This design comes from an exercise in tuning for small area, a short achievable clock period and few clock cycles per item on the open sky130 flow, not from production work. Only simulation tests tie the RTL to the original design; equivalence was not proved.

==> flow/design.v, too long to show whole: its modules and the start of the top module <==
// module nnmm_ram: 17 lines
// module nnmm_mul_cs: 347 lines
// module nnmm_sqr_cs: 253 lines
// module nnmm_front: 166 lines
// module nnmm_back: 172 lines
// module nearest_neighbor_multi_metric: 54 lines
module nearest_neighbor_multi_metric #(
	parameter int VECTOR_LEN = 64,
	parameter int MAX_ROWS = 1024
) (
	input  logic clk,
	input  logic arst_n,
	input  logic psel,
	input  logic penable,
	input  logic pwrite,
	input  logic [1:0] paddr,
	input  logic [31:0] pwdata,
	output logic [31:0] prdata,
	output logic pready,
	input  logic in_valid,
	output logic in_ready,
	input  logic signed [15:0] feature_value,
	input  logic is_query,
	input  logic last_element,
	input  logic last_row,
	output logic out_valid,
	input  logic out_ready,
	output logic signed [40:0] score,
	output logic [9:0] row_index,
	output logic [9:0] best_index,
	output logic is_final
);
  // ...
==> flow/run.sh <==
#!/bin/bash
# synth_recipe.tcl (not shown) runs the flow's synth.tcl, then flattens the netlist and writes it again
# the make line also repeats each setting of config.mk as NAME=value (left out here)
make -C /OpenROAD-flow-scripts/flow DESIGN_CONFIG=/design/flow/config.mk WORK_HOME=/design/flow/orfs CLKGATE_MAP_FILE= SYNTH_SCRIPT=/design/flow/synth_recipe.tcl finish
==> flow/config.mk <==
export PLATFORM = sky130hd
export DESIGN_NAME = nearest_neighbor_multi_metric
export DESIGN_NICKNAME = nearest_neighbor_multi_metric
export VERILOG_FILES = /design/flow/design.v
export SDC_FILE = /design/flow/constraint.sdc
export NUM_CORES = 4
export LEC_CHECK = 0
export ABC_CLOCK_PERIOD_IN_PS = 4000
export CAP_MARGIN = 35
export CORE_MARGIN = 2
export CORE_UTILIZATION = 40
export SETUP_SLACK_MARGIN = 5
export SLEW_MARGIN = 35
==> flow/constraint.sdc <==
create_clock -name core_clock -period 11.0 [get_ports {clk}]
set_input_delay 2.2000 -clock core_clock [delete_from_list [all_inputs] [get_ports {clk}]]
set_output_delay 2.2000 -clock core_clock [all_outputs]
set_load 0.01 [all_outputs]
==> summary.md, run 1 <==
| Metric | Value |
|---|---|
| Run status | `complete, no violations` |
| Final worst path period need | `5.69 ns` |
| Final hold violation count | `0` |
| Mux share of post-synthesis cell area | `0.0283` |
| Clk cell area share | `0.0761` |
| Non-clock buffers | `140` |
| Synthesized instance count | `6000` |
| Worst Tran Pin Value | `1.01 ns` |
| Clock-pin slew on the worst setup and hold paths | `0.06 ns` |
| Non-clk invs | `474` |
| CP Launch Type | `input pin` |
| Path depth of the worst reg2reg path | `16` |
| CP max stage delay | `0.54 ns` |
| Post-synthesis simple-gate area fraction | `0.0973` |
| Top cell category | `registers` |
| DR pass1 iterations | `6` |
| R2r endpoint | `u_back.md[37]` |
| Worst Path Buf+Inv | `2` |
| Busiest metal layer after global routing | `met2` |
| Dpl ws | `5.30 ns` |
| Mean Syn Cell Area | `11.6 sq um` |
| WP depth | `4` |
| CP cell instances | `clkdlybuf4s50_1 > nor2_1 > and2_1 > clkdlybuf4s50_1` |
| Netlist cell types | `87` |
| Worst Hold Path Cells | `0` |
| Most frequent cells in the layout | `dfxtp_1, nand2_1, inv_1` |
| Sequential share of the synthesized area | `0.576` |
| Final core occ | `0.455` |
| DR WL/cell | `17.3 microns` |
| Largest family of logic cells by synthesized area | `adder cells` |
| Fill count | `15900` |
| RSZ-0062 raised after global routing | `no` |
| N_taps | `2325` |
| Critical Path RT | `8.80 ns` |
| Synth area leaders | `dfxtp_1, edfxtp_1, fa_1, ha_1, xnor2_1` |
| Mapped cell area | `69700 sq um` |
| Synth top cells by count | `dfxtp_1, nand2_1, inv_1, edfxtp_1, ha_1` |
| Total Routing Usage GR | `0.166` |
| Fin. max-slew vios | `0` |
| Hold WC Path Type | `reg -> reg` |
Testbench counts, summed over its fixed seeds: cycles 41,860, items 598.
==> module nnmm_front, before the edit <==
module nnmm_front #(
	parameter int VECTOR_LEN = 64
) (
	input  logic clk,
	input  logic arst_n,
	input  logic [nnmm_pkg::ModeW-1:0] mode,
	input  logic in_valid,
	output logic in_ready,
	input  logic signed [nnmm_pkg::FeatW-1:0] feature_value,
	input  logic is_query,
	input  logic last_element,
	input  logic last_row,
	input  logic m_free,
	output logic j_we,
	output logic signed [nnmm_pkg::AccW-1:0] j_acc,
	output logic [nnmm_pkg::NormW-1:0] j_norm,
	output logic j_cos,
	output logic j_last,
	output logic j_first,
	output logic [nnmm_pkg::NormW-1:0] qnorm
);
	localparam int FW = nnmm_pkg::FeatW;
	localparam int AW = nnmm_pkg::AccW;
	localparam int NW = nnmm_pkg::NormW;
	localparam int CW = $clog2(VECTOR_LEN);
	logic rdy_q, v1, isq1, le1, lr1;
	logic signed [FW-1:0] f1;
	logic [nnmm_pkg::ModeW-1:0] m1;
	logic [CW-1:0] cnt_q, pos_q;
	logic first_row_q;
	logic v2, isq2, euc2, man2, cos2, first2, vend2, lr2, rf2;
	logic v3, isq3, euc3, cos3, first3, vend3, lr3, rf3;
	logic [FW-1:0] q_head, q_tail;
	logic accept, start_q, aligned, vend1, vend_busy, fire, keep;
	logic pred_ok, z_n, m_n, e_n, p_new, p_old;
	logic [CW-1:0] cnt_n, pos_n;
	assign in_ready = rdy_q;
	assign accept = in_valid && rdy_q;
	assign aligned = (pos_q == cnt_q);
	assign start_q = isq1 && (cnt_q == '0);
	assign vend1 = le1 || (cnt_q == CW'(VECTOR_LEN - 1));
	assign vend_busy = !m_free || (v2 && vend2) || (v3 && vend3);
	assign fire = v1 && (start_q || aligned) && (!vend1 || !vend_busy);
	assign keep = v1 && !fire;
	assign cnt_n = fire ? (vend1 ? '0 : cnt_q + CW'(1)) : cnt_q;
	assign pos_n = (fire && start_q) ? CW'(1) : pos_q + CW'(1);
	assign pred_ok = m_free && !(v2 && vend2) && !(v3 && vend3) && !(fire && vend1);
	assign z_n = (cnt_n == '0);
	assign m_n = (pos_n == cnt_n);
	assign e_n = (cnt_n == CW'(VECTOR_LEN - 1));
	assign p_new = ((is_query && z_n) || m_n) && ((!last_element && !e_n) || pred_ok);
	assign p_old = !keep || (((isq1 && z_n) || m_n) && ((!le1 && !e_n) || pred_ok));
	always_ff @(posedge clk or negedge arst_n) begin
		if (!arst_n) begin
			rdy_q <= 1'b0;
			v1 <= 1'b0;
			cnt_q <= '0;
			pos_q <= '0;
			first_row_q <= 1'b1;
			v2 <= 1'b0;
			v3 <= 1'b0;
		end else begin
			rdy_q <= accept ? p_new : p_old;
			v1 <= accept || keep;
			cnt_q <= cnt_n;
			pos_q <= pos_n;
			if (fire && vend1) begin
				first_row_q <= isq1 || lr1;
			end
			v2 <= fire;
			v3 <= v2;
		end
	end
	always_ff @(posedge clk) begin
		if (accept) begin
			f1 <= feature_value;
			isq1 <= is_query;
			le1 <= last_element;
			lr1 <= last_row;
			m1 <= mode;
		end
	end
	nnmm_ram #(.WIDTH(FW), .DEPTH(VECTOR_LEN)) u_ring (
		.clk(clk), .we(fire && isq1), .wdata(f1), .head(q_head), .tail(q_tail)
	);
	logic [FW-1:0] u2;
	logic [7:0] one2, two2, neg2;
	logic signed [FW:0] dqr, drq;
	logic [FW-1:0] ad1, ar1;
	logic cos1;
	logic [FW:0] rb;
	assign cos1 = (m1 == nnmm_pkg::MODE_COS);
	assign dqr = (FW+1)'(signed'(q_head)) - (FW+1)'(f1);
	assign drq = (FW+1)'(f1) - (FW+1)'(signed'(q_head));
	assign ad1 = dqr[FW] ? FW'(drq) : FW'(dqr);
	assign ar1 = f1[FW-1] ? FW'(-f1) : FW'(f1);
	assign rb = {f1, 1'b0};
	always_ff @(posedge clk) begin
		u2 <= (isq1 || cos1) ? ar1 : ad1;
		for (int j = 0; j < 8; j++) begin
			one2[j] <= cos1 && (rb[2*j+1] ^ rb[2*j]);
			two2[j] <= cos1 && ((rb[2*j+2 -: 3] == 3'b011) || (rb[2*j+2 -: 3] == 3'b100));
			neg2[j] <= cos1 && rb[2*j+2];
		end
		isq2 <= isq1;
		euc2 <= (m1 == nnmm_pkg::MODE_EUC);
		man2 <= (m1 == nnmm_pkg::MODE_MAN) || (m1 == 2'd3);
		cos2 <= cos1;
		first2 <= (cnt_q == '0);
		vend2 <= vend1;
		lr2 <= lr1;
		rf2 <= first_row_q;
	end
	logic [AW-1:0] mul_s, mul_c, ps3, pc3;
	logic [31:0] sqr_s, sqr_c, ss3, sc3;
	nnmm_mul_cs u_mul (
		.a(q_tail), .one(one2), .two(two2), .neg(neg2),
		.e(man2 ? u2 : '0), .s(mul_s), .c(mul_c)
	);
	nnmm_sqr_cs u_sqr (.u(u2), .s(sqr_s), .c(sqr_c));
	always_ff @(posedge clk) begin
		ps3 <= mul_s;
		pc3 <= mul_c;
		ss3 <= sqr_s;
		sc3 <= sqr_c;
		isq3 <= isq2;
		euc3 <= euc2;
		cos3 <= cos2;
		first3 <= first2;
		vend3 <= vend2;
		lr3 <= lr2;
		rf3 <= rf2;
	end
	logic [AW-1:0] acc_q, ta, tb, ba, xa, ya, acc_n;
	logic [NW-1:0] nrm_q, qn_q, bn, sn, cn, xn, yn, nrm_n;
	assign ta = euc3 ? AW'(ss3) : ps3;
	assign tb = euc3 ? AW'(sc3) : pc3;
	assign ba = first3 ? '0 : acc_q;
	assign xa = ba ^ ta ^ tb;
	assign ya = {(ba[AW-2:0] & ta[AW-2:0]) | (ba[AW-2:0] & tb[AW-2:0])
		| (ta[AW-2:0] & tb[AW-2:0]), 1'b0};
	assign acc_n = xa + ya;
	assign bn = first3 ? '0 : nrm_q;
	assign sn = NW'(ss3);
	assign cn = NW'(sc3);
	assign xn = bn ^ sn ^ cn;
	assign yn = {(bn[NW-2:0] & sn[NW-2:0]) | (bn[NW-2:0] & cn[NW-2:0])
		| (sn[NW-2:0] & cn[NW-2:0]), 1'b0};
	assign nrm_n = xn + yn;
	always_ff @(posedge clk) begin
		if (v3) begin
			acc_q <= acc_n;
			nrm_q <= nrm_n;
		end
		if (v3 && isq3 && vend3) begin
			qn_q <= nrm_n;
		end
	end
	assign j_we = v3 && !isq3 && vend3;
	assign j_acc = acc_n;
	assign j_norm = nrm_n;
	assign j_cos = cos3;
	assign j_last = lr3;
	assign j_first = rf3;
	assign qnorm = qn_q;
endmodule
==> module nnmm_back, before the edit <==
module nnmm_back #(
	parameter int MAX_ROWS = 1024
) (
	input  logic clk,
	input  logic arst_n,
	input  logic j_we,
	input  logic signed [nnmm_pkg::AccW-1:0] j_acc,
	input  logic [nnmm_pkg::NormW-1:0] j_norm,
	input  logic j_cos,
	input  logic j_last,
	input  logic j_first,
	input  logic [nnmm_pkg::NormW-1:0] qnorm,
	output logic m_free,
	output logic out_valid,
	input  logic out_ready,
	output logic signed [40:0] score,
	output logic [nnmm_pkg::IdxW-1:0] row_index,
	output logic [nnmm_pkg::IdxW-1:0] best_index,
	output logic is_final
);
	localparam int AW = nnmm_pkg::AccW;
	localparam int NW = nnmm_pkg::NormW;
	localparam int IW = nnmm_pkg::IdxW;
	localparam int PW = 2 * NW;
	localparam int RW = NW + 5;
	logic mv, mcos, mlast, mfirst, mbusy;
	logic signed [AW-1:0] md;
	logic [NW-1:0] mhi, mlo;
	logic [5:0] mcnt;
	logic m_done, m_to_sd;
	logic [NW:0] msum;
	assign m_done = mv && !mbusy;
	assign m_free = !mv;
	assign msum = {1'b0, mhi} + (mlo[0] ? {1'b0, qnorm} : '0);
	always_ff @(posedge clk) begin
		if (j_we) begin
			md <= j_acc;
			mlo <= j_norm;
			mhi <= '0;
			mcnt <= '0;
			mbusy <= j_cos;
			mcos <= j_cos;
			mlast <= j_last;
			mfirst <= j_first;
		end else if (mbusy) begin
			{mhi, mlo} <= {msum, mlo[NW-1:1]};
			mcnt <= mcnt + 6'd1;
			if (mcnt == 6'(NW - 1)) begin
				mbusy <= 1'b0;
			end
		end
	end
	logic sdv, sdcos, sdlast, sdfirst, sdneg;
	logic ph_sq, ph_dl, ph_dv, ph_fin;
	logic signed [AW-1:0] sdd;
	logic [PW-1:0] p;
	logic [RW-1:0] rr;
	logic [NW-1:0] root;
	logic [5:0] sdcnt;
	logic sd_done, c_take, pos;
	logic [RW-1:0] a_op, x_op, sum;
	logic [AW-1:0] dabs;
	logic [16:0] quo;
	assign pos = !rr[RW-1];
	always_comb begin
		if (ph_sq) begin
			a_op = {rr[RW-3:0], p[PW-1 -: 2]};
			x_op = {{3{pos}}, root ^ {NW{pos}}, 2'b11};
		end else begin
			a_op = {rr[RW-2:0], pos};
			x_op = {{4{pos}}, root ^ {NW{pos}}, pos};
		end
	end
	assign sum = a_op + x_op;
	assign dabs = sdd[AW-1] ? AW'(-sdd) : AW'(sdd);
	assign quo = sdd[16:0];
	assign m_to_sd = m_done && !sdv;
	assign sd_done = sdv && !(ph_sq || ph_dl || ph_dv || ph_fin);
	always_ff @(posedge clk) begin
		if (m_to_sd) begin
			sdd <= md;
			p <= {mhi, mlo};
			rr <= '0;
			root <= '0;
			sdcnt <= '0;
			ph_sq <= mcos;
			ph_dl <= 1'b0;
			ph_dv <= 1'b0;
			ph_fin <= 1'b0;
			sdcos <= mcos;
			sdlast <= mlast;
			sdfirst <= mfirst;
		end else begin
			if (ph_sq) begin
				p <= p << 2;
				rr <= sum;
				root <= {root[NW-2:0], !sum[RW-1]};
				sdcnt <= sdcnt + 6'd1;
				if (sdcnt == 6'(NW - 1)) begin
					ph_sq <= 1'b0;
					ph_dl <= 1'b1;
				end
			end
			if (ph_dl) begin
				rr <= RW'(dabs);
				sdneg <= sdd[AW-1];
				sdcnt <= '0;
				ph_dl <= 1'b0;
				ph_dv <= 1'b1;
			end
			if (ph_dv) begin
				rr <= sum;
				sdd <= {sdd[AW-2:0], !sum[RW-1]};
				sdcnt <= sdcnt + 6'd1;
				if (sdcnt == 6'd16) begin
					ph_dv <= 1'b0;
					ph_fin <= 1'b1;
				end
			end
			if (ph_fin) begin
				sdd <= (root == '0) ? '0 : sdneg ? -(AW'(quo)) : AW'(quo);
				ph_fin <= 1'b0;
			end
		end
	end
	logic ov, ofin;
	logic signed [AW-1:0] osc, best;
	logic [IW-1:0] oidx, obest, idx;
	logic better;
	assign c_take = sd_done && (!ov || out_ready);
	assign idx = sdfirst ? '0 : (32'(oidx) >= MAX_ROWS - 1) ? oidx : oidx + IW'(1);
	assign better = sdfirst || (sdcos ? (sdd > best) : (sdd < best));
	always_ff @(posedge clk) begin
		if (c_take) begin
			osc <= sdd;
			oidx <= idx;
			ofin <= sdlast;
			if (better) begin
				best <= sdd;
				obest <= idx;
			end
		end
	end
	always_ff @(posedge clk or negedge arst_n) begin
		if (!arst_n) begin
			mv <= 1'b0;
			sdv <= 1'b0;
			ov <= 1'b0;
		end else begin
			if (j_we) begin
				mv <= 1'b1;
			end else if (m_to_sd) begin
				mv <= 1'b0;
			end
			if (m_to_sd) begin
				sdv <= 1'b1;
			end else if (c_take) begin
				sdv <= 1'b0;
			end
			if (c_take) begin
				ov <= 1'b1;
			end else if (out_ready) begin
				ov <= 1'b0;
			end
		end
	end
	assign out_valid = ov;
	assign score = 41'(osc);
	assign row_index = oidx;
	assign best_index = obest;
	assign is_final = ofin;
endmodule
==> module nearest_neighbor_multi_metric, before the edit <==
module nearest_neighbor_multi_metric #(
	parameter int VECTOR_LEN = 64,
	parameter int MAX_ROWS = 1024
) (
	input  logic clk,
	input  logic arst_n,
	input  logic psel,
	input  logic penable,
	input  logic pwrite,
	input  logic [1:0] paddr,
	input  logic [31:0] pwdata,
	output logic [31:0] prdata,
	output logic pready,
	input  logic in_valid,
	output logic in_ready,
	input  logic signed [15:0] feature_value,
	input  logic is_query,
	input  logic last_element,
	input  logic last_row,
	output logic out_valid,
	input  logic out_ready,
	output logic signed [40:0] score,
	output logic [9:0] row_index,
	output logic [9:0] best_index,
	output logic is_final
);
	logic [nnmm_pkg::ModeW-1:0] mode_q;
	logic m_free, j_we, j_cos, j_last, j_first;
	logic signed [nnmm_pkg::AccW-1:0] j_acc;
	logic [nnmm_pkg::NormW-1:0] j_norm, qnorm;
	assign pready = 1'b1;
	assign prdata = (paddr == 2'd0) ? 32'(mode_q) : 32'h0;
	always_ff @(posedge clk or negedge arst_n) begin
		if (!arst_n) begin
			mode_q <= nnmm_pkg::MODE_MAN;
		end else if (psel && penable && pwrite && paddr == 2'd0) begin
			mode_q <= pwdata[1:0];
		end
	end
	nnmm_front #(.VECTOR_LEN(VECTOR_LEN)) u_front (
		.clk(clk), .arst_n(arst_n), .mode(mode_q), .in_valid(in_valid),
		.in_ready(in_ready), .feature_value(feature_value), .is_query(is_query),
		.last_element(last_element), .last_row(last_row), .m_free(m_free),
		.j_we(j_we), .j_acc(j_acc), .j_norm(j_norm), .j_cos(j_cos),
		.j_last(j_last), .j_first(j_first), .qnorm(qnorm)
	);
	nnmm_back #(.MAX_ROWS(MAX_ROWS)) u_back (
		.clk(clk), .arst_n(arst_n), .j_we(j_we), .j_acc(j_acc), .j_norm(j_norm),
		.j_cos(j_cos), .j_last(j_last), .j_first(j_first), .qnorm(qnorm),
		.m_free(m_free), .out_valid(out_valid), .out_ready(out_ready),
		.score(score), .row_index(row_index), .best_index(best_index),
		.is_final(is_final)
	);
endmodule
==> inputs of run 2 (changes only) <==
--- a/flow/design.v
+++ b/flow/design.v
@@ -741,7 +741,7 @@
 		lr2 <= lr1;
 		rf2 <= first_row_q;
 	end
-	logic [AW-1:0] mul_s, mul_c, ps3, pc3;
+	logic [AW-1:0] mul_s, mul_c, ta3, tb3;
 	logic [31:0] sqr_s, sqr_c, ss3, sc3;
 	nnmm_mul_cs u_mul (
 		.a(q_tail), .one(one2), .two(two2), .neg(neg2),
@@ -749,8 +749,8 @@
 	);
 	nnmm_sqr_cs u_sqr (.u(u2), .s(sqr_s), .c(sqr_c));
 	always_ff @(posedge clk) begin
-		ps3 <= mul_s;
-		pc3 <= mul_c;
+		ta3 <= euc2 ? AW'(sqr_s) : mul_s;
+		tb3 <= euc2 ? AW'(sqr_c) : mul_c;
 		ss3 <= sqr_s;
 		sc3 <= sqr_c;
 		isq3 <= isq2;
@@ -761,27 +761,28 @@
 		lr3 <= lr2;
 		rf3 <= rf2;
 	end
-	logic [AW-1:0] acc_q, ta, tb, ba, xa, ya, acc_n;
-	logic [NW-1:0] nrm_q, qn_q, bn, sn, cn, xn, yn, nrm_n;
-	assign ta = euc3 ? AW'(ss3) : ps3;
-	assign tb = euc3 ? AW'(sc3) : pc3;
-	assign ba = first3 ? '0 : acc_q;
-	assign xa = ba ^ ta ^ tb;
-	assign ya = {(ba[AW-2:0] & ta[AW-2:0]) | (ba[AW-2:0] & tb[AW-2:0])
-		| (ta[AW-2:0] & tb[AW-2:0]), 1'b0};
+	logic [AW-1:0] acc_q, xa, ya, acc_n;
+	logic [NW-1:0] nrm_q, qn_q, sn, cn, xn, yn, nrm_n;
+	assign xa = acc_q ^ ta3 ^ tb3;
+	assign ya = {(acc_q[AW-2:0] & ta3[AW-2:0]) | (acc_q[AW-2:0] & tb3[AW-2:0])
+		| (ta3[AW-2:0] & tb3[AW-2:0]), 1'b0};
 	assign acc_n = xa + ya;
-	assign bn = first3 ? '0 : nrm_q;
 	assign sn = NW'(ss3);
 	assign cn = NW'(sc3);
-	assign xn = bn ^ sn ^ cn;
-	assign yn = {(bn[NW-2:0] & sn[NW-2:0]) | (bn[NW-2:0] & cn[NW-2:0])
+	assign xn = nrm_q ^ sn ^ cn;
+	assign yn = {(nrm_q[NW-2:0] & sn[NW-2:0]) | (nrm_q[NW-2:0] & cn[NW-2:0])
 		| (sn[NW-2:0] & cn[NW-2:0]), 1'b0};
 	assign nrm_n = xn + yn;
-	always_ff @(posedge clk) begin
-		if (v3) begin
-			acc_q <= acc_n;
-			nrm_q <= nrm_n;
+	always_ff @(posedge clk or negedge arst_n) begin
+		if (!arst_n) begin
+			acc_q <= '0;
+			nrm_q <= '0;
+		end else if (v3) begin
+			acc_q <= vend3 ? '0 : acc_n;
+			nrm_q <= vend3 ? '0 : nrm_n;
 		end
+	end
+	always_ff @(posedge clk) begin
 		if (v3 && isq3 && vend3) begin
 			qn_q <= nrm_n;
 		end
@@ -855,20 +856,17 @@
 	logic [NW-1:0] root;
 	logic [5:0] sdcnt;
 	logic sd_done, c_take, pos;
-	logic [RW-1:0] a_op, x_op, sum;
+	logic [RW-1:0] a_sq, x_sq, sum_sq;
+	logic [NW+2:0] a_dv, x_dv, sum_dv;
 	logic [AW-1:0] dabs;
 	logic [16:0] quo;
 	assign pos = !rr[RW-1];
-	always_comb begin
-		if (ph_sq) begin
-			a_op = {rr[RW-3:0], p[PW-1 -: 2]};
-			x_op = {{3{pos}}, root ^ {NW{pos}}, 2'b11};
-		end else begin
-			a_op = {rr[RW-2:0], pos};
-			x_op = {{4{pos}}, root ^ {NW{pos}}, pos};
-		end
-	end
-	assign sum = a_op + x_op;
+	assign a_sq = {rr[RW-3:0], p[PW-1 -: 2]};
+	assign x_sq = {{3{pos}}, root ^ {NW{pos}}, 2'b11};
+	assign sum_sq = a_sq + x_sq;
+	assign a_dv = {rr[NW+1:0], pos};
+	assign x_dv = {{2{pos}}, root ^ {NW{pos}}, pos};
+	assign sum_dv = a_dv + x_dv;
 	assign dabs = sdd[AW-1] ? AW'(-sdd) : AW'(sdd);
 	assign quo = sdd[16:0];
 	assign m_to_sd = m_done && !sdv;
@@ -890,8 +888,8 @@
 		end else begin
 			if (ph_sq) begin
 				p <= p << 2;
-				rr <= sum;
-				root <= {root[NW-2:0], !sum[RW-1]};
+				rr <= sum_sq;
+				root <= {root[NW-2:0], !sum_sq[RW-1]};
 				sdcnt <= sdcnt + 6'd1;
 				if (sdcnt == 6'(NW - 1)) begin
 					ph_sq <= 1'b0;
@@ -906,8 +904,8 @@
 				ph_dv <= 1'b1;
 			end
 			if (ph_dv) begin
-				rr <= sum;
-				sdd <= {sdd[AW-2:0], !sum[RW-1]};
+				rr <= {{(RW-NW-3){sum_dv[NW+2]}}, sum_dv};
+				sdd <= {sdd[AW-2:0], !sum_dv[NW+2]};
 				sdcnt <= sdcnt + 6'd1;
 				if (sdcnt == 6'd16) begin
 					ph_dv <= 1'b0;
@@ -999,12 +997,17 @@
 	logic signed [nnmm_pkg::AccW-1:0] j_acc;
 	logic [nnmm_pkg::NormW-1:0] j_norm, qnorm;
 	assign pready = 1'b1;
-	assign prdata = (paddr == 2'd0) ? 32'(mode_q) : 32'h0;
+	logic [nnmm_pkg::ModeW-1:0] rd_q;
+	assign prdata = 32'(rd_q);
 	always_ff @(posedge clk or negedge arst_n) begin
 		if (!arst_n) begin
 			mode_q <= nnmm_pkg::MODE_MAN;
-		end else if (psel && penable && pwrite && paddr == 2'd0) begin
-			mode_q <= pwdata[1:0];
+			rd_q <= '0;
+		end else begin
+			if (psel && penable && pwrite && paddr == 2'd0) begin
+				mode_q <= pwdata[1:0];
+			end
+			rd_q <= (paddr == 2'd0) ? mode_q : '0;
 		end
 	end
 	nnmm_front #(.VECTOR_LEN(VECTOR_LEN)) u_front (
--- a/flow/config.mk
+++ b/flow/config.mk
@@ -5,9 +5,8 @@
 export SDC_FILE = /design/flow/constraint.sdc
 export NUM_CORES = 4
 export LEC_CHECK = 0
-export ABC_CLOCK_PERIOD_IN_PS = 4000
 export CAP_MARGIN = 35
 export CORE_MARGIN = 2
-export CORE_UTILIZATION = 40
+export CORE_UTILIZATION = 65
 export SETUP_SLACK_MARGIN = 5
 export SLEW_MARGIN = 35
==> summary.md, run 2 <==
| Metric | Value |
|---|---|
| Run status | `complete, no violations (unchanged)` |
| Max Clock Freq | `203 MHz (was 176 MHz)` |
| Reg with most FFs | `u_front.u_ring.ring (unchanged)` |
| Synthesized instance count | `6091 (was 6000)` |
| Vias in the first global route | `44100 (was 42000)` |
| HPWL Detailed | `107 mm (was 102 mm)` |
| Crit path max fanout | `25 (was 3)` |
| Final Net Count | `6685 (was 6628)` |
| Top-Level Pins | `157 (unchanged)` |
| Worst Tran Pin Value | `1.02 ns (was 1.01 ns)` |
| Layout cells sized above 1 | `0.0703 (was 0.0716)` |
| EDFF count, synth | `353 (was 429)` |
| DR WL met3 | `9.17 mm (was 6.54 mm)` |
| Final Non-Filler Cells | `7650 (was 8529)` |
| Synth top cells by count | `dfxtp_1, nand2_1, edfxtp_1, inv_1, ha_1 (was dfxtp_1, nand2_1, inv_1, edfxtp_1, ha_1)` |
| Netlist cell types | `88 (was 87)` |
| Worst Path Arrival | `5.53 ns (was 3.49 ns)` |
| Area share of the largest cell type after synthesis | `0.379 (was 0.383)` |
| CORE AREA | `107000 sq um (was 173000 sq um)` |
| Worst setup EP type | `flip-flop (was primary output)` |
| Via count | `44000 (was 41500)` |
| Synth area leaders | `dfxtp_1, edfxtp_1, fa_1, ha_1, dfrtp_1 (was dfxtp_1, edfxtp_1, fa_1, ha_1, xnor2_1)` |
| # diodes | `0 (was 1)` |
| Final setup fails | `0 (unchanged)` |
| Relative slew slack | `0.321 (was 0.327)` |
| Async set-reset flop share out of synthesis | `0.0561 (was 0.0123)` |
| Critical Path RT | `11.61 ns (was 8.80 ns)` |
| DR WL/cell | `21.3 microns (was 17.3 microns)` |
| Routability cong. | `0.924 (was 0.889)` |
| Die Span Y | `332 microns (was 421 microns)` |
| Yosys warns | `4 (unchanged)` |
| CP Launch Type | `flip-flop (was input pin)` |
| Final hold violation count | `0 (unchanged)` |
| Worst Clk Skew | `0.0778 ns (was 0.0479 ns)` |
| Sequential share of the synthesized area | `0.566 (was 0.576)` |
| DIE WIDTH | `332 microns (was 421 microns)` |
| CTS tree | `built (unchanged)` |
| Grt total ovfl | `0 (unchanged)` |
| Via-per-instance ratio | `5.76 (was 4.86)` |
| Most frequent cells in the layout | `dfxtp_1, nand2_1, edfxtp_1 (was dfxtp_1, nand2_1, inv_1)` |
| Max-cap violation count | `0 (unchanged)` |
| Flops & latches, synth | `1782 (was 1783)` |
| Hold WC Path Type | `reg -> reg (unchanged)` |
| Num Clock Sinks | `1782 (was 1783)` |
| Root Buffer | `clkbuf_16 (unchanged)` |
| Post-Place Cells | `7346 (was 8206)` |
| Mean Syn Cell Area | `11.5 sq um (was 11.6 sq um)` |
| DR pass1 iterations | `7 (was 6)` |
| Fin. max-slew vios | `0 (unchanged)` |
| Clock latency on the worst-skew pair | `0.82 ns (about the same)` |
| Synth Flop Type | `dfxtp_1 (unchanged)` |
| Most common cell after layout, fill and taps aside | `dfxtp_1 (unchanged)` |
| Met2 wire length | `76.7 mm (was 68.7 mm)` |
| DR DRC count | `0 (unchanged)` |
| Initial Utilization | `0.655 (was 0.402)` |
| Largest regs | `u_front.u_ring.ring (1024), u_back.p (74), u_back.rr (41) (was u_front.u_ring.ring (1024), u_back.p (74), u_back.rr (42))` |
| Met1 Wirelength | `71.2 mm (was 68.5 mm)` |
| Max reg flops | `1024 (unchanged)` |
| Port Buffer Count | `95 (unchanged)` |
| Fin Hold WS | `0.280 ns (was 0.296 ns)` |
| Cts repair resizes | `0 (unchanged)` |
| Mapped cell area | `70100 sq um (was 69700 sq um)` |
| Yosys top cell by area | `dfxtp_1 (unchanged)` |
| Total Routing Usage GR | `0.297 (was 0.166)` |
| Die area | `111000 sq um (was 178000 sq um)` |
| Clock-pin slew on the worst setup and hold paths | `0.06 ns (about the same)` |
| Layout area overhead | `11.0% (was 13.3%)` |
| Setup_tns | `0 ns (unchanged)` |
| Top layer in use | `met5 (unchanged)` |
| Final worst path period share | `0.447 (was 0.517)` |
| Setup Buffers After CTS | `0 (unchanged)` |
| Htree depth | `4 (unchanged)` |
| CTS buffer count | `164 (was 170)` |
| Final worst path period need | `4.92 ns (was 5.69 ns)` |
| Max Root-Sink Buffers | `3 (unchanged)` |
| Cell Rows | `120 (was 153)` |
| RSZ-0062 raised after global routing | `no (unchanged)` |
| Starting DRT DRC Count | `3390 (was 2667)` |
| # hold bufs at CTS | `0 (unchanged)` |
| Antenna violations before repair | `3 (was 7)` |
| Most common cell in the synthesized netlist | `dfxtp_1 (unchanged)` |
| Pin count of the biggest net entering global routing | `172 (was 81)` |
| Final wirelength | `163 mm (was 148 mm)` |
| WS Path Type | `reg -> reg (was in -> out)` |
| First-pass GRT wire length | `256 mm (was 236 mm)` |
| Detail Route Antenna Nets | `0 (unchanged)` |
[run 2: cell count changes in the layout (fill, tap and decap cells not counted), sizes merged, moves of 23 or more]
| cell | previous run | this run |
|---|---|---|
| a21oi | 255 | 283 |
| a22o | 3 | 43 |
| dfrtp | 21 | 99 |
| edfxtp | 429 | 353 |
| inv | 480 | 341 |
| mux2i | 133 | 88 |
| nand2b | 92 | 36 |
| nor2 | 248 | 278 |
| o21ai | 181 | 269 |
| o21bai | 15 | 38 |
| o2bb2ai | 1 | 31 |
| xor2 | 144 | 173 |
[run 2: cells by family after synthesis]
group                    share of synthesized area
AND/OR/NAND/NOR                             0.0943
XOR/XNOR                                    0.0563
flip-flops                                   0.566
other                                     0.000107
multiplexers                                0.0222
adder cells (fa/ha/maj)                      0.116
buffers and inverters                       0.0370
AO/OA/AOI/OAI                                0.108
[run 2: worst max-delay path, cell delays in order, from the launching register on]
cell and delay [ns]:
dfxtp_2 0.73, buf_4 0.50, xnor2_1 0.16, ha_1 0.46
nand2_1 0.17, o31ai_1 0.45, a21oi_1 0.24, o21a_1 0.29
o41ai_1 0.66, a31oi_1 0.32, o21ai_0 0.27, xor2_1 0.10
a221oi_1 0.32, nor2_1 0.06
[run 2: final cells by class]
| cell class | count | area (sq um) |
|---|---|---|
| clock inverter | 73 | 1100 |
| sequential | 1782 | 39700 |
| timing repair buffer | 142 | 1350 |
| clock buffer | 229 | 4670 |
| fill | 7244 | 29200 |
| tap | 1403 | 1760 |
| inverter | 340 | 1280 |
| multi-input combinational | 3681 | 28000 |
[run 2: through the flow]
step / instance area, sq um / setup WS (ns) / utilization
finish: 77900 / 6.08 / 0.727
global route: 77900 / 5.84 / 0.727
CTS: 77800 / 6.17 / 0.727
detailed placement: 72100 / 6.21 / 0.673
global placement: 72000 / 6.23 / 0.673
floorplan: 70200 / 6.16 / -
[run 2: per-layer routing]
metal | vias to the layer above | GRT usage
met5 | - | 0
met4 | 4 | 0.116
met3 | 330 | 0.0443
met2 | 1420 | 0.479
met1 | 21500 | 0.406
li1 | 20800 | -
[run 2: worst paths after layout]
| check | slack [ns] | endpoint | startpoint | cells after the start |
|---|---|---|---|---|
| setup / recovery | 6.08 | u_back.rr[36] | u_back.rr[41] | 13 |
| hold / removal | 0.28 | u_front.u_ring.ring[199] | u_front.u_ring.ring[215] | 0 |
| setup reg to reg | 6.08 | u_back.rr[36] | u_back.rr[41] | 13 |
| hold reg to reg | 0.28 | u_front.u_ring.ring[199] | u_front.u_ring.ring[215] | 0 |
| max in group asynchronous | 8.41 | u_front.v2 | arst_n | 2 |
| min in group asynchronous | 1.46 | u_front.acc_q[37] | arst_n | 1 |
Testbench counts of run 2, summed over its fixed seeds: cycles 41,860, items 598.
==> inputs of run 3 (changes only) <==
--- a/flow/config.mk
+++ b/flow/config.mk
@@ -5,8 +5,9 @@
 export SDC_FILE = /design/flow/constraint.sdc
 export NUM_CORES = 4
 export LEC_CHECK = 0
+export ABC_CLOCK_PERIOD_IN_PS = 4000
 export CAP_MARGIN = 35
 export CORE_MARGIN = 2
-export CORE_UTILIZATION = 65
+export CORE_UTILIZATION = 40
 export SETUP_SLACK_MARGIN = 5
 export SLEW_MARGIN = 35
==> summary.md, run 3 <==
| Metric | Value |
|---|---|
| Fill count | `15900 (was 7244)` |
| Top-Level Pins | `157 (unchanged)` |
| Worst Path Arrival | `5.35 ns (was 5.53 ns)` |
| Htree depth | `4 (unchanged)` |
| Path depth of the worst reg2reg path | `13 (unchanged)` |
| Layout area overhead | `13.2% (was 11.0%)` |
| First-pass GRT wire length | `253 mm (was 256 mm)` |
| Most frequent cells in the layout | `dfxtp_1, nand2_1, edfxtp_1 (unchanged)` |
| Clock-pin slew on the worst setup and hold paths | `0.06 ns (about the same)` |
| Starting DRT DRC Count | `3085 (was 3390)` |
| Via-per-instance ratio | `5.00 (was 5.76)` |
| Layout cells sized above 1 | `0.0754 (was 0.0703)` |
| Max-cap violation count | `0 (unchanged)` |
| Post-synthesis simple-gate area fraction | `0.0943 (unchanged)` |
| DIE WIDTH | `423 microns (was 332 microns)` |
| Area share of the largest cell type after synthesis | `0.379 (unchanged)` |
| Crit path max fanout | `43 (was 25)` |
| Cts repair resizes | `0 (unchanged)` |
| Clock latency on the worst-skew pair | `0.82 ns (about the same)` |
| Root Buffer | `clkbuf_16 (unchanged)` |
| Hold Startpoint | `u_front.u_ring.ring[769] (was u_front.u_ring.ring[215])` |
| Final core occ | `0.456 (was 0.727)` |
| Most common cell after layout, fill and taps aside | `dfxtp_1 (unchanged)` |
| Async set-reset flop share out of synthesis | `0.0561 (unchanged)` |
| Synth Area in Adders | `0.116 (unchanged)` |
| Final worst setup slack | `6.37 ns (was 6.08 ns)` |
| Final worst path period need | `4.63 ns (was 4.92 ns)` |
| Synth top cells by count | `dfxtp_1, nand2_1, edfxtp_1, inv_1, ha_1 (unchanged)` |
| Largest family of logic cells by synthesized area | `adder cells (unchanged)` |
| Max reg flops | `1024 (unchanged)` |
| Vias in the first global route | `43600 (was 44100)` |
| Hold WC Path Type | `reg -> reg (unchanged)` |
| Yosys warns | `4 (unchanged)` |
| # hold bufs at CTS | `0 (unchanged)` |
| Port Buffer Count | `95 (unchanged)` |
| Initial Utilization | `0.403 (was 0.655)` |
| Worst Tran Pin Value | `0.929 ns (was 1.02 ns)` |
| Setup_tns | `0 ns (unchanged)` |
| Pin count of the biggest net entering global routing | `82 (was 172)` |
| Synth Flop Type | `dfxtp_1 (unchanged)` |
| CP endpoint | `u_back.rr[30] (was u_back.rr[36])` |
| Worst Clk Skew | `0.0423 ns (was 0.0778 ns)` |
| Num Clock Sinks | `1782 (unchanged)` |
| Fin. max-slew vios | `0 (unchanged)` |
| Max Root-Sink Buffers | `3 (unchanged)` |
| HPWL Detailed | `112 mm (was 107 mm)` |
| Relative slew slack | `0.380 (was 0.321)` |
| Final wirelength | `160 mm (was 163 mm)` |
| Final hold violation count | `0 (unchanged)` |
| CP Launch Type | `flip-flop (unchanged)` |
| Critical Path RT | `11.73 ns (was 11.61 ns)` |
| CTS tree | `built (unchanged)` |
| Mux share of post-synthesis cell area | `0.0222 (unchanged)` |
| Largest regs | `u_front.u_ring.ring (1024), u_back.p (74), u_back.rr (41) (unchanged)` |
| Routability cong. | `0.912 (was 0.924)` |
| Crit path launch | `u_back.rr[41] (unchanged)` |
| CTS buffer count | `173 (was 164)` |
| Xor/xnor cell area share of the yosys netlist | `0.0563 (unchanged)` |
| Synth area leaders | `dfxtp_1, edfxtp_1, fa_1, ha_1, dfrtp_1 (unchanged)` |
| Total Routing Usage GR | `0.179 (was 0.297)` |
| Final setup fails | `0 (unchanged)` |
| Setup Buffers After CTS | `0 (unchanged)` |
| Synthesized instance count | `6091 (unchanged)` |
| Flops & latches, synth | `1782 (unchanged)` |
| Final worst path period share | `0.421 (was 0.447)` |
| DR DRC count | `0 (unchanged)` |
| DR WL/cell | `18.6 microns (was 21.3 microns)` |
| Mapped cell area | `70100 sq um (unchanged)` |
| DR pass1 iterations | `5 (was 7)` |
| Worst flop-to-flop path startpoint | `u_back.rr[41] (unchanged)` |
| Storage cell area | `39700 sq um (about the same)` |
| CORE AREA | `174000 sq um (was 107000 sq um)` |
| Sequential share of the synthesized area | `0.566 (unchanged)` |
| Synth Area in Compound Gates | `0.108 (unchanged)` |
| Cell Rows | `153 (was 120)` |
| EDFF count, synth | `353 (unchanged)` |
| Via count | `43000 (was 44000)` |
| Most common cell in the synthesized netlist | `dfxtp_1 (unchanged)` |
| Final Net Count | `6700 (was 6685)` |
| WS Path Type | `reg -> reg (unchanged)` |
| Run status | `complete, no violations (unchanged)` |
| Netlist cell types | `88 (unchanged)` |
| Detail Route Antenna Nets | `0 (unchanged)` |
| Worst setup EP type | `flip-flop (unchanged)` |
| Reg with most FFs | `u_front.u_ring.ring (unchanged)` |
| R2r endpoint | `u_back.rr[30] (was u_back.rr[36])` |
| Dpl ws | `6.22 ns (was 6.21 ns)` |
| Fin Hold WS | `0.314 ns (was 0.280 ns)` |
| Mean Syn Cell Area | `11.5 sq um (unchanged)` |
| Antenna violations before repair | `5 (was 3)` |
| Die Span Y | `423 microns (was 332 microns)` |
| Grt total ovfl | `0 (unchanged)` |
| Die area | `179000 sq um (was 111000 sq um)` |
| Area of the multi-input gates | `28000 sq um (about the same)` |
| Flop-to-flop setup slack | `6.37 ns (was 6.08 ns)` |
| RSZ-0062 raised after global routing | `no (unchanged)` |
| Yosys top cell by area | `dfxtp_1 (unchanged)` |
| Max Clock Freq | `216 MHz (was 203 MHz)` |
-- run 3: cells by family after synthesis --
group           after synthesis
compound gates             1157
mux                         148
fa+ha+maj                   514
simple gates               1380
buf+inv                     657
other cells                   2
xor+xnor                    451
flops                      1782
-- run 3: layout make-up --
cell class / count / share of cell area
sequential: 1782 / 0.500
multi-input combinational: 3681 / 0.352
clock buffer: 239 / 0.0622
tap: 2325 / 0.0366
timing repair buffer: 148 / 0.0175
inverter: 340 / 0.0161
clock inverter: 85 / 0.0147
antenna: 2 / 0.0000630
-- run 3: how the worst min path moves through the flow --
| stage | to | slack (ns) | cells past startpoint |
|---|---|---|---|
| 3_3_place_gp | u_front.u_ring.ring[324] | 0.31 | 0 |
| 4_1_cts | u_front.u_ring.ring[601] | 0.31 | 0 |
| 6_report | u_front.u_ring.ring[753] | 0.31 | 0 |
| 2_1_floorplan | u_front.cos3 | 0.31 | 0 |
| 5_1_grt | u_front.u_ring.ring[753] | 0.32 | 0 |
| 3_5_place_dp | u_front.u_ring.ring[153] | 0.31 | 0 |
-- run 3: per-stage QoR --
stage / cells / instance area (sq um)
after floorplan: 6120 / 70200
after global placement: 8272 / 73200
after detailed placement: 8275 / 73300
after CTS: 8599 / 79400
after global routing: 8601 / 79400
final: 8602 / 79400
-- run 3: critical path, cell delays in order, from the launching register on --
cell and delay, ns:
dfxtp_2 0.34, buf_4 0.56, xnor2_1 0.17, ha_1 0.44
a21o_1 0.23, a21o_1 0.19, a211oi_1 0.59, o221ai_1 0.38
a221oi_1 0.50, xor2_1 0.13, nand2_1 0.09, o21ai_0 0.16
a2111oi_0 0.54, a31o_1 0.15
-- run 3: per-layer routing --
metal,track usage,up-vias,share of wire
li1,-,20800,-
met1,0.246,20900,0.47
met2,0.281,1027,0.45
met3,0.0272,277,0.043
met4,0.0738,0,0.036
met5,0,-,0
==> inputs of run 4 (changes only) <==
--- a/flow/config.mk
+++ b/flow/config.mk
@@ -5,7 +5,7 @@
 export SDC_FILE = /design/flow/constraint.sdc
 export NUM_CORES = 4
 export LEC_CHECK = 0
-export ABC_CLOCK_PERIOD_IN_PS = 4000
+export ABC_CLOCK_PERIOD_IN_PS = 2000
 export CAP_MARGIN = 35
 export CORE_MARGIN = 2
 export CORE_UTILIZATION = 40
==> summary.md, run 4 <==
| Metric | Value |
|---|---|
| Run status | `complete, no violations (unchanged)` |
| Netlist cell types | `88 (unchanged)` |
| Die Span Y | `423 microns (unchanged)` |
| Final setup fails | `0 (unchanged)` |
| Synth area leaders | `dfxtp_1, edfxtp_1, fa_1, ha_1, dfrtp_1 (unchanged)` |
| Root Buffer | `clkbuf_16 (unchanged)` |
| Most frequent cells in the layout | `dfxtp_1, nand2_1, edfxtp_1 (unchanged)` |
| Final worst path period need | `4.63 ns (unchanged)` |
| Layout area overhead | `13.2% (unchanged)` |
| Final wirelength | `160 mm (unchanged)` |
| RSZ-0062 raised after global routing | `no (unchanged)` |
| Die area | `179000 sq um (unchanged)` |
| Setup_tns | `0 ns (unchanged)` |
| Sequential share of the synthesized area | `0.566 (unchanged)` |
| # hold bufs at CTS | `0 (unchanged)` |
| DR WL/cell | `18.6 microns (unchanged)` |
| Storage cell area | `39700 sq um (unchanged)` |
| Port Buffer Count | `95 (unchanged)` |
| HPWL Detailed | `112 mm (unchanged)` |
| Total Routing Usage GR | `0.179 (unchanged)` |
| Relative slew slack | `0.380 (unchanged)` |
| Max reg flops | `1024 (unchanged)` |
| Cell Rows | `153 (unchanged)` |
| Worst setup EP type | `flip-flop (unchanged)` |
| Initial Utilization | `0.403 (unchanged)` |
| Max Clock Freq | `216 MHz (unchanged)` |
| Detail Route Antenna Nets | `0 (unchanged)` |
| Worst path most repeated cell | `a21o_1 (unchanged)` |
| Reg with most FFs | `u_front.u_ring.ring (unchanged)` |
| Max Root-Sink Buffers | `3 (unchanged)` |
| Starting DRT DRC Count | `3085 (unchanged)` |
| Max-cap violation count | `0 (unchanged)` |
| WS Path Type | `reg -> reg (unchanged)` |
| Final Net Count | `6700 (unchanged)` |
| Mapped cell area | `70100 sq um (unchanged)` |
| Async set-reset flop share out of synthesis | `0.0561 (unchanged)` |
| Yosys top cell by area | `dfxtp_1 (unchanged)` |
| Hold WC Path Type | `reg -> reg (unchanged)` |
| Num Clock Sinks | `1782 (unchanged)` |
| Grt total ovfl | `0 (unchanged)` |
| Final worst path period share | `0.421 (unchanged)` |
| DIE WIDTH | `423 microns (unchanged)` |
| CTS tree | `built (unchanged)` |
| Antenna violations before repair | `5 (unchanged)` |
| Layout cells sized above 1 | `0.0754 (unchanged)` |
| Critical Path RT | `11.73 ns (about the same)` |
| Via-per-instance ratio | `5.00 (unchanged)` |
| CP max stage cell | `a211oi_1 (unchanged)` |
| Area share of the largest cell type after synthesis | `0.379 (unchanged)` |
| Synth top cells by count | `dfxtp_1, nand2_1, edfxtp_1, inv_1, ha_1 (unchanged)` |
| CP cell instances | `buf_4 > xnor2_1 > ha_1 > a21o_1 > a21o_1 > a211oi_1 > o221ai_1 > a221oi_1 > xor2_1 > nand2_1 > o21ai_0 > a2111oi_0 > a31o_1 (unchanged)` |
| Top-Level Pins | `157 (unchanged)` |
| First-pass GRT wire length | `253 mm (unchanged)` |
| Htree depth | `4 (unchanged)` |
| DR pass1 iterations | `5 (unchanged)` |
| Worst Clk Skew | `0.0423 ns (unchanged)` |
| Largest regs | `u_front.u_ring.ring (1024), u_back.p (74), u_back.rr (41) (unchanged)` |
| Vias in the first global route | `43600 (unchanged)` |
| EDFF count, synth | `353 (unchanged)` |
| Worst Tran Pin Value | `0.929 ns (unchanged)` |
| Synthesized instance count | `6091 (unchanged)` |
| Flops & latches, synth | `1782 (unchanged)` |
| Routability cong. | `0.912 (unchanged)` |
| Fin. max-slew vios | `0 (unchanged)` |
| CORE AREA | `174000 sq um (unchanged)` |
| Clock latency on the worst-skew pair | `0.82 ns (about the same)` |
| Cts repair resizes | `0 (unchanged)` |
| CP Launch Type | `flip-flop (unchanged)` |
| Post-route cell area | `79400 sq um (unchanged)` |
| Area of the multi-input gates | `28000 sq um (unchanged)` |
| Synth Flop Type | `dfxtp_1 (unchanged)` |
| Via count | `43000 (unchanged)` |
| Worst Path Arrival | `5.35 ns (about the same)` |
| Most common cell after layout, fill and taps aside | `dfxtp_1 (unchanged)` |
| CP max stage delay | `0.59 ns (about the same)` |
| Setup Buffers After CTS | `0 (unchanged)` |
| Clock-pin slew on the worst setup and hold paths | `0.06 ns (about the same)` |
| Crit path max fanout | `43 (unchanged)` |
| Post-place instance area | `73300 sq um (unchanged)` |
| Pin count of the biggest net entering global routing | `82 (unchanged)` |
| Final hold violation count | `0 (unchanged)` |
| DR DRC count | `0 (unchanged)` |
| CTS buffer count | `173 (unchanged)` |
| Fill count | `15900 (unchanged)` |
| Yosys warns | `4 (unchanged)` |
| Most common cell in the synthesized netlist | `dfxtp_1 (unchanged)` |
| Mean Syn Cell Area | `11.5 sq um (unchanged)` |
| Fin Hold WS | `0.314 ns (unchanged)` |
run 4: cell counts after synthesis:
Identical to the previous run, type by type.
run 4: kinds of logic (layout without fill, tap and decap cells):
logic type,after synthesis,count (layout),synth area share
AO/OA/AOI/OAI,1157,1157,0.108
XOR/XNOR,451,451,0.0563
adder cells (fa/ha/maj),514,514,0.116
buffers and inverters,657,812,0.0370
flip-flops,1782,1782,0.566
multiplexers,148,148,0.0222
other,2,33,0.000107
AND/OR/NAND/NOR,1380,1380,0.0943
run 4: layer usage:
layer | vias to the layer above | track usage | part of all wire
li1 | 20800 | - | -
met1 | 20900 | 0.246 | 0.47
met2 | 1027 | 0.281 | 0.45
met3 | 277 | 0.0272 | 0.043
met4 | 0 | 0.0738 | 0.036
met5 | - | 0 | 0
run 4: critical path, delay by kind of cell, from the launching register on:
| family | cells | cell delay [ns] |
|---|---|---|
| flops | 1 | 0.34 |
| buf+inv | 1 | 0.56 |
| xor+xnor | 2 | 0.30 |
| fa+ha+maj | 1 | 0.44 |
| simple gates | 1 | 0.09 |
| compound gates | 8 | 2.74 |
run 4: final timing paths:
kind | end | slack, ns | depth (start not counted) | from
min | u_front.u_ring.ring[753] | 0.31 | 0 | u_front.u_ring.ring[769]
max reg2reg | u_back.rr[30] | 6.37 | 13 | u_back.rr[41]
min in group asynchronous | u_front.acc_q[31] | 1.42 | 1 | arst_n
min reg2reg | u_front.u_ring.ring[753] | 0.31 | 0 | u_front.u_ring.ring[769]
max | u_back.rr[30] | 6.37 | 13 | u_back.rr[41]
max in group asynchronous | u_front.pos_q[3] | 8.47 | 2 | arst_n
run 4: final cells by class:
cell class | instances | share of cell area
sequential | 1782 | 0.500
timing repair buffer | 148 | 0.0175
clock buffer | 239 | 0.0622
multi-input combinational | 3681 | 0.352
clock inverter | 85 | 0.0147
inverter | 340 | 0.0161
antenna | 2 | 0.0000630
tap | 2325 | 0.0366
run 4: metrics by stage:
step / worst slack, ns / instances / utilization
2_1_floorplan: 6.16 / 6120 / -
3_3_place_gp: 6.19 / 8272 / 0.421
3_5_place_dp: 6.22 / 8275 / 0.421
4_1_cts: 6.36 / 8599 / 0.456
5_1_grt: 5.94 / 8601 / 0.456
6_report: 6.37 / 8602 / 0.456
==> inputs of run 5 (changes only) <==
==> flow/flow/run.sh (new file) <==
#!/bin/bash
set -euo pipefail
export SETUP_SLACK_MARGIN=7.8
bash standard.sh > standard_flow.log 2>&1
==> flow/standard.sh (new file) <==
#!/bin/bash
# synth_recipe.tcl (not shown) runs the flow's synth.tcl, then flattens the netlist and writes it again
# the make line also repeats each setting of config.mk as NAME=value (left out here)
make -C /OpenROAD-flow-scripts/flow DESIGN_CONFIG=/design/flow/config.mk WORK_HOME=/design/flow/orfs CLKGATE_MAP_FILE= SYNTH_SCRIPT=/design/flow/synth_recipe.tcl "${@:-finish}"
--- a/flow/config.mk
+++ b/flow/config.mk
@@ -5,9 +5,7 @@
 export SDC_FILE = /design/flow/constraint.sdc
 export NUM_CORES = 4
 export LEC_CHECK = 0
-export ABC_CLOCK_PERIOD_IN_PS = 2000
 export CAP_MARGIN = 35
 export CORE_MARGIN = 2
 export CORE_UTILIZATION = 40
-export SETUP_SLACK_MARGIN = 5
 export SLEW_MARGIN = 35
removed: flow/run.sh
==> summary.md, run 5 <==
| Metric | Value |
|---|---|
| Run status | `complete, no violations (unchanged)` |
| Sequential share of the synthesized area | `0.566 (unchanged)` |
| Area share of the largest cell type after synthesis | `0.379 (unchanged)` |
| Async set-reset flop share out of synthesis | `0.0561 (unchanged)` |
| Worst Hold Path EP | `u_front.u_ring.ring[23] (was u_front.u_ring.ring[753])` |
| Worst flop-to-flop path startpoint | `u_back.sdd[1] (was u_back.rr[41])` |
| Num Clock Sinks | `1782 (unchanged)` |
| Worst Tran Pin Value | `0.857 ns (was 0.929 ns)` |
| Worst Path Buf+Inv | `1 (unchanged)` |
| Clock-pin slew on the worst setup and hold paths | `0.06 ns (about the same)` |
| Via count | `45700 (was 43000)` |
| Yosys warns | `4 (unchanged)` |
| Hold Startpoint | `u_front.u_ring.ring[39] (was u_front.u_ring.ring[769])` |
| HPWL Detailed | `111 mm (was 112 mm)` |
| Worst Clk Skew | `0.0499 ns (was 0.0423 ns)` |
| CP Launch Type | `flip-flop (unchanged)` |
| Worst setup EP type | `primary output (was flip-flop)` |
| First-pass GRT wire length | `265 mm (was 253 mm)` |
| Initial Utilization | `0.403 (unchanged)` |
| Synthesized instance count | `6091 (unchanged)` |
| CTS tree | `built (unchanged)` |
| DR DRC count | `0 (unchanged)` |
| DIE WIDTH | `423 microns (unchanged)` |
| CTS buffer count | `172 (was 173)` |
| Starting DRT DRC Count | `3233 (was 3085)` |
| Largest regs | `u_front.u_ring.ring (1024), u_back.p (74), u_back.rr (41) (unchanged)` |
| Pin count of the biggest net entering global routing | `106 (was 82)` |
| Antenna violations before repair | `8 (was 5)` |
| Crit path max fanout | `1 (was 43)` |
| Final core occ | `0.501 (was 0.456)` |
| Max Clock Freq | `269 MHz (was 216 MHz)` |
| Setup_tns | `0 ns (unchanged)` |
| Final worst setup slack | `7.29 ns (was 6.37 ns)` |
| Most frequent cells in the layout | `dfxtp_1, nand2_1, buf_4 (was dfxtp_1, nand2_1, edfxtp_1)` |
| Reg with most FFs | `u_front.u_ring.ring (unchanged)` |
| Root Buffer | `clkbuf_16 (unchanged)` |
| Crit path launch | `u_back.osc[12] (was u_back.rr[41])` |
| Detail Route Antenna Nets | `0 (unchanged)` |
| Via-per-instance ratio | `5.07 (was 5.00)` |
| Final worst path period share | `0.338 (was 0.421)` |
| CP max stage cell | `edfxtp_1 (was a211oi_1)` |
| Htree depth | `4 (unchanged)` |
| Synth top cells by count | `dfxtp_1, nand2_1, edfxtp_1, inv_1, ha_1 (unchanged)` |
| DR pass1 iterations | `6 (was 5)` |
| Most common cell in the synthesized netlist | `dfxtp_1 (unchanged)` |
| Dpl ws | `6.10 ns (was 6.22 ns)` |
| Layout area overhead | `24.3% (was 13.2%)` |
| Fin Hold WS | `0.293 ns (was 0.314 ns)` |
| Most common cell after layout, fill and taps aside | `dfxtp_1 (unchanged)` |
| Final hold violation count | `0 (unchanged)` |
| Die area | `179000 sq um (unchanged)` |
| RSZ-0062 raised after global routing | `yes (was no)` |
| Relative slew slack | `0.424 (was 0.380)` |
| Cell Rows | `153 (unchanged)` |
| Top delay family on crit path | `flip-flops (was compound AO/OA/AOI/OAI gates)` |
| R2r endpoint | `u_back.rr[32] (was u_back.rr[30])` |
| Port Buffer Count | `95 (unchanged)` |
| Fin. max-slew vios | `0 (unchanged)` |
| Yosys top cell by area | `dfxtp_1 (unchanged)` |
| Worst Path Arrival | `1.51 ns (was 5.35 ns)` |
| CP max stage delay | `0.53 ns (was 0.59 ns)` |
| Mean Syn Cell Area | `11.5 sq um (unchanged)` |
| Worst Hold Path Cells | `0 (unchanged)` |
| Netlist cell types | `88 (unchanged)` |
| Final setup fails | `0 (unchanged)` |
| Hold WC Path Type | `reg -> reg (unchanged)` |
| Final wirelength | `174 mm (was 160 mm)` |
| Synth Flop Type | `dfxtp_1 (unchanged)` |
| Layout cells sized above 1 | `0.230 (was 0.0754)` |
| Max Root-Sink Buffers | `3 (unchanged)` |
| EDFF count, synth | `353 (unchanged)` |
| Total Routing Usage GR | `0.189 (was 0.179)` |
| Final worst path period need | `3.71 ns (was 4.63 ns)` |
| Path depth of the worst reg2reg path | `15 (was 13)` |
| Top-Level Pins | `157 (unchanged)` |
| Grt total ovfl | `0 (unchanged)` |
| Final Net Count | `7121 (was 6700)` |
| DR WL/cell | `19.3 microns (was 18.6 microns)` |
| Max reg flops | `1024 (unchanged)` |
| Die Span Y | `423 microns (unchanged)` |
| CP cell instances | `buf_2 (was buf_4 > xnor2_1 > ha_1 > a21o_1 > a21o_1 > a211oi_1 > o221ai_1 > a221oi_1 > xor2_1 > nand2_1 > o21ai_0 > a2111oi_0 > a31o_1)` |
| Critical Path RT | `8.80 ns (was 11.73 ns)` |
| Clock latency on the worst-skew pair | `0.82 ns (about the same)` |
| Max-cap violation count | `0 (unchanged)` |
| Flop-to-flop setup slack | `7.36 ns (was 6.37 ns)` |
| Synth area leaders | `dfxtp_1, edfxtp_1, fa_1, ha_1, dfrtp_1 (unchanged)` |
| Routability cong. | `0.920 (was 0.912)` |
| WS Path Type | `reg -> out (was reg -> reg)` |
| CORE AREA | `174000 sq um (unchanged)` |
| Mapped cell area | `70100 sq um (unchanged)` |
| Vias in the first global route | `45500 (was 43600)` |
| Flops & latches, synth | `1782 (unchanged)` |
[run 5: per-stage QoR]
step                      cell area (sq um)  cells
after floorplan                       71100   6120
final                                 87200   9013
after global routing                  87200   9012
after CTS                             84300   8849
after global placement                73600   8271
after detailed placement              73600   8273
[run 5: area by class of cell]
class | count | area, sq um
Tap cell | 2325 | 2910
Antenna cell | 2 | 5.00
Clock buffer | 232 | 4880
Sequential cell | 1782 | 39900
Multi-Input combinational cell | 3682 | 31900
Inverter | 340 | 1300
Fill cell | 14900 | 86800
Timing Repair Buffer | 569 | 5180
Clock inverter | 81 | 1130
[run 5: cell families (layout without fill, tap and decap cells)]
| group | count (synthesis) | after routing | share of synthesized area |
|---|---|---|---|
| adders and majority gates | 514 | 514 | 0.116 |
| and+or+nand+nor | 1380 | 1381 | 0.0943 |
| other | 2 | 33 | 0.000107 |
| buffers and inverters | 657 | 1222 | 0.0370 |
| DFF | 1782 | 1782 | 0.566 |
| AOI/OAI and AO/OA | 1157 | 1157 | 0.108 |
| muxes | 148 | 148 | 0.0222 |
| xor gates and xnor gates | 451 | 451 | 0.0563 |
[run 5: metal layers]
metal	track usage	routed length, microns	vias up
met5	0	25	-
met2	0.299	79500	1275
met4	0.0907	8110	4
li1	-	-	21700
met3	0.0293	8490	374
met1	0.253	78100	22400
[run 5: timing repair]
| action | 4_1_cts | 5_1_grt |
|---|---|---|
| setup buffers | 252 | 159 |
| endpoints found under the setup margin | 557 | 325 |
| pin swaps | 231 | 237 |
| resized for setup | 865 | 351 |
| cloned | 11 | 3 |
| hold buffers | 0 | 0 |
[run 5: worst register-to-register path, stage by stage, from the launching register on]
cell and delay (ns):
edfxtp_1 0.39, buf_4 0.15, buf_6 0.11, inv_4 0.06, ha_4 0.12, nor3b_4 0.23
nand4b_1 0.17, buf_4 0.18, or4_4 0.43, or2_4 0.29, or4_4 0.60, o31ai_4 0.28
xor2_2 0.21, a22oi_2 0.09, o211ai_1 0.14, o21ai_1 0.09
[run 5: worst max-delay path by stage]
stage                                 end  cells past startpoint
final                           score[12]                      1
after global routing      u_back.best[35]                     17
after CTS                       score[12]                      1
after detailed placement    u_back.rr[41]                     12
after global placement      u_back.rr[41]                     12
after floorplan            u_back.best[0]                      3
==> inputs of run 6 (changes only) <==
==> flow/flow/run.sh (replaced) <==
#!/bin/bash
set -euo pipefail
export SETUP_SLACK_MARGIN=8.3
bash standard.sh > standard_flow.log 2>&1
==> summary.md, run 6 <==
| Metric | Value |
|---|---|
| Run status | `complete, no violations (unchanged)` |
| Antenna violations before repair | `3 (was 8)` |
| Max-cap violation count | `0 (unchanged)` |
| Hold WC Path Type | `reg -> reg (unchanged)` |
| DIE WIDTH | `423 microns (unchanged)` |
| Root Buffer | `clkbuf_16 (unchanged)` |
| R2r endpoint | `u_back.best[16] (was u_back.rr[32])` |
| Largest family of logic cells by synthesized area | `adder cells (unchanged)` |
| RSZ-0062 raised after global routing | `yes (unchanged)` |
| Yosys top cell by area | `dfxtp_1 (unchanged)` |
| Worst Hold Path EP | `u_front.u_ring.ring[304] (was u_front.u_ring.ring[23])` |
| Mux share of post-synthesis cell area | `0.0222 (unchanged)` |
| Fin. max-slew vios | `0 (unchanged)` |
| Post-synthesis simple-gate area fraction | `0.0943 (unchanged)` |
| Max Root-Sink Buffers | `3 (unchanged)` |
| Port Buffer Count | `95 (unchanged)` |
| Via count | `46100 (was 45700)` |
| Reg with most FFs | `u_front.u_ring.ring (unchanged)` |
| Worst flop-to-flop path startpoint | `u_back.sdd[1] (unchanged)` |
| Worst Hold Path Cells | `0 (unchanged)` |
| Flops & latches, synth | `1782 (unchanged)` |
| Setup_tns | `0 ns (unchanged)` |
| Yosys warns | `4 (unchanged)` |
| # hold bufs at CTS | `0 (unchanged)` |
| CTS tree | `built (unchanged)` |
| Initial Utilization | `0.403 (unchanged)` |
| Worst Clk Skew | `0.0530 ns (was 0.0499 ns)` |
| Synth top cells by count | `dfxtp_1, nand2_1, edfxtp_1, inv_1, ha_1 (unchanged)` |
| Routability cong. | `0.884 (was 0.920)` |
| Hold Startpoint | `u_front.u_ring.ring[320] (was u_front.u_ring.ring[39])` |
| HPWL Detailed | `110 mm (was 111 mm)` |
| Num Clock Sinks | `1782 (unchanged)` |
| Layout area overhead | `28.0% (was 24.3%)` |
| DR pass1 iterations | `6 (unchanged)` |
| CP Launch Type | `flip-flop (unchanged)` |
| Final hold violation count | `0 (unchanged)` |
| Synth Area in Compound Gates | `0.108 (unchanged)` |
| Most common cell in the synthesized netlist | `dfxtp_1 (unchanged)` |
| First-pass GRT wire length | `268 mm (was 265 mm)` |
| Most frequent cells in the layout | `dfxtp_1, nand2_1, buf_4 (unchanged)` |
| Most common cell after layout, fill and taps aside | `dfxtp_1 (unchanged)` |
| Final worst path period share | `0.327 (was 0.338)` |
| Met2 wire length | `80.1 mm (was 79.5 mm)` |
| Die area | `179000 sq um (unchanged)` |
| Max reg flops | `1024 (unchanged)` |
| Grt total ovfl | `0 (unchanged)` |
| CTS buffer count | `174 (was 172)` |
| Crit path max fanout | `4 (was 1)` |
| Layout cells sized above 1 | `0.276 (was 0.230)` |
| Worst Tran Pin Value | `0.976 ns (was 0.857 ns)` |
| Sequential share of the synthesized area | `0.566 (unchanged)` |
| Top delay family on crit path | `flip-flops (unchanged)` |
| Worst Path Buf+Inv | `1 (unchanged)` |
| Final setup fails | `0 (unchanged)` |
| Starting DRT DRC Count | `3322 (was 3233)` |
| Synth Flop Type | `dfxtp_1 (unchanged)` |
| Area share of the largest cell type after synthesis | `0.379 (unchanged)` |
| Area of the multi-input gates | `33400 sq um (was 31900 sq um)` |
| Worst Path Arrival | `1.39 ns (was 1.51 ns)` |
| CP max stage cell | `edfxtp_1 (unchanged)` |
| Clock latency on the worst-skew pair | `0.82 ns (about the same)` |
| CP cell instances | `buf_2 (unchanged)` |
| DR WL/cell | `18.9 microns (was 19.3 microns)` |
| WS Path Type | `reg -> out (unchanged)` |
| Mean Syn Cell Area | `11.5 sq um (unchanged)` |
| Vias in the first global route | `46700 (was 45500)` |
| Synthesized instance count | `6091 (unchanged)` |
| Met1 Wirelength | `77.5 mm (was 78.1 mm)` |
| Fin Hold WS | `0.285 ns (was 0.293 ns)` |
run 6: cell counts after synthesis:
Identical to the previous run, type by type.
run 6: cell families (layout without fill, tap and decap cells):
logic type / Yosys count / count (layout)
adders and majority gates: 514 / 514
and+or+nand+nor: 1380 / 1381
DFF: 1782 / 1782
muxes: 148 / 148
xor gates and xnor gates: 451 / 451
other: 2 / 32
AOI/OAI and AO/OA: 1157 / 1157
buffers and inverters: 657 / 1328
run 6: metrics by stage:
step                      setup WS [ns]  utilization
after floorplan                    6.93            -
after global placement             6.33        0.429
after detailed placement           6.30        0.429
after CTS                          7.31        0.501
after global routing               7.34        0.516
final                              7.41        0.516
run 6: how the worst max path moves through the flow:
stage	cells past startpoint	end	slack, ns
2_1_floorplan	3	u_back.best[0]	6.93
6_report	1	row_index[8]	7.41
3_5_place_dp	5	u_back.obest[5]	6.30
3_3_place_gp	13	u_back.rr[41]	6.33
5_1_grt	13	u_front.acc_q[37]	7.34
4_1_cts	1	row_index[8]	7.31
run 6: final cells by class:
| type | count | area share |
|---|---|---|
| Antenna cell | 1 | 0.0000279 |
| Clock buffer | 234 | 0.0550 |
| Clock inverter | 90 | 0.0135 |
| Inverter | 340 | 0.0147 |
| Multi-Input combinational cell | 3682 | 0.372 |
| Sequential cell | 1782 | 0.444 |
| Tap cell | 2325 | 0.0324 |
| Timing Repair Buffer | 663 | 0.0676 |
| Timing Repair inverter | 1 | 0.0000557 |
run 6: routing by layer:
metal,track usage,vias to the layer above
met5,0,-
met4,0.0779,0
met3,0.0273,364
met2,0.303,1203
met1,0.255,22700
li1,-,21900
run 6: worst register-to-register path: cells and delay by family, from the launching register on:
family,cells,cell delay (ns)
AOI/OAI and AO/OA,7,1.09
DFF,1,0.40
buffers and inverters,7,0.92
adders and majority gates,1,0.21
and+or+nand+nor,3,0.65
run 6: repair_timing:
action	CTS	global route
endpoints found under the setup margin	721	495
pin swaps	319	234
cloned	11	1
resized for setup	1075	321
buffers inserted	373	133

-- afterwards: timing with drivers on the ports --
Ports are ideal in the flow. The routed layouts listed here were re-timed in OpenROAD. Step 1 (the two cells are an assumption about what drives the block):
set clk [get_ports {clk}]
set_driving_cell -lib_cell sky130_fd_sc_hd__clkbuf_16 $clk
set_driving_cell -lib_cell sky130_fd_sc_hd__buf_2 [delete_from_list [all_inputs] $clk]
Step 2 adds t to the input delays and takes it off the output delays; t is the mean of the earliest and latest rising clock arrival at the registers after step 1. Input paths then give back, and output paths get back, about the clock's delay inside the block. a / b / c = ideal / step 1 / step 2; a / b = the first two.
| run | t (ns) | slack for setup (ns) | hold WS [ns] | latest minus earliest clock arrival (ns) |
|---|---|---|---|---|
| run 1 | 0.871 | 5.314 / 5.287 / 5.287 | 0.296 / 0.296 / 0.296 | 0.056 / 0.057 |
| run 2 | 0.857 | 6.078 / 6.078 / 6.078 | 0.280 / 0.280 / 0.280 | 0.081 / 0.080 |
| run 3 | 0.885 | 6.373 / 6.373 / 6.165 | 0.314 / 0.314 / 0.314 | 0.043 / 0.043 |
| run 4 | 0.885 | 6.373 / 6.373 / 6.165 | 0.314 / 0.314 / 0.314 | 0.043 / 0.043 |
| run 5 | 0.877 | 7.286 / 7.204 / 6.998 | 0.293 / 0.293 / 0.293 | 0.054 / 0.054 |
| run 6 | 0.876 | 7.405 / 7.322 / 7.120 | 0.285 / 0.285 / 0.285 | 0.054 / 0.054 |
After both steps every run listed still meets setup and hold. For run 5, which loses most, drivers alone change the setup slack by -0.082 ns; drivers and shift together by -0.288 ns.
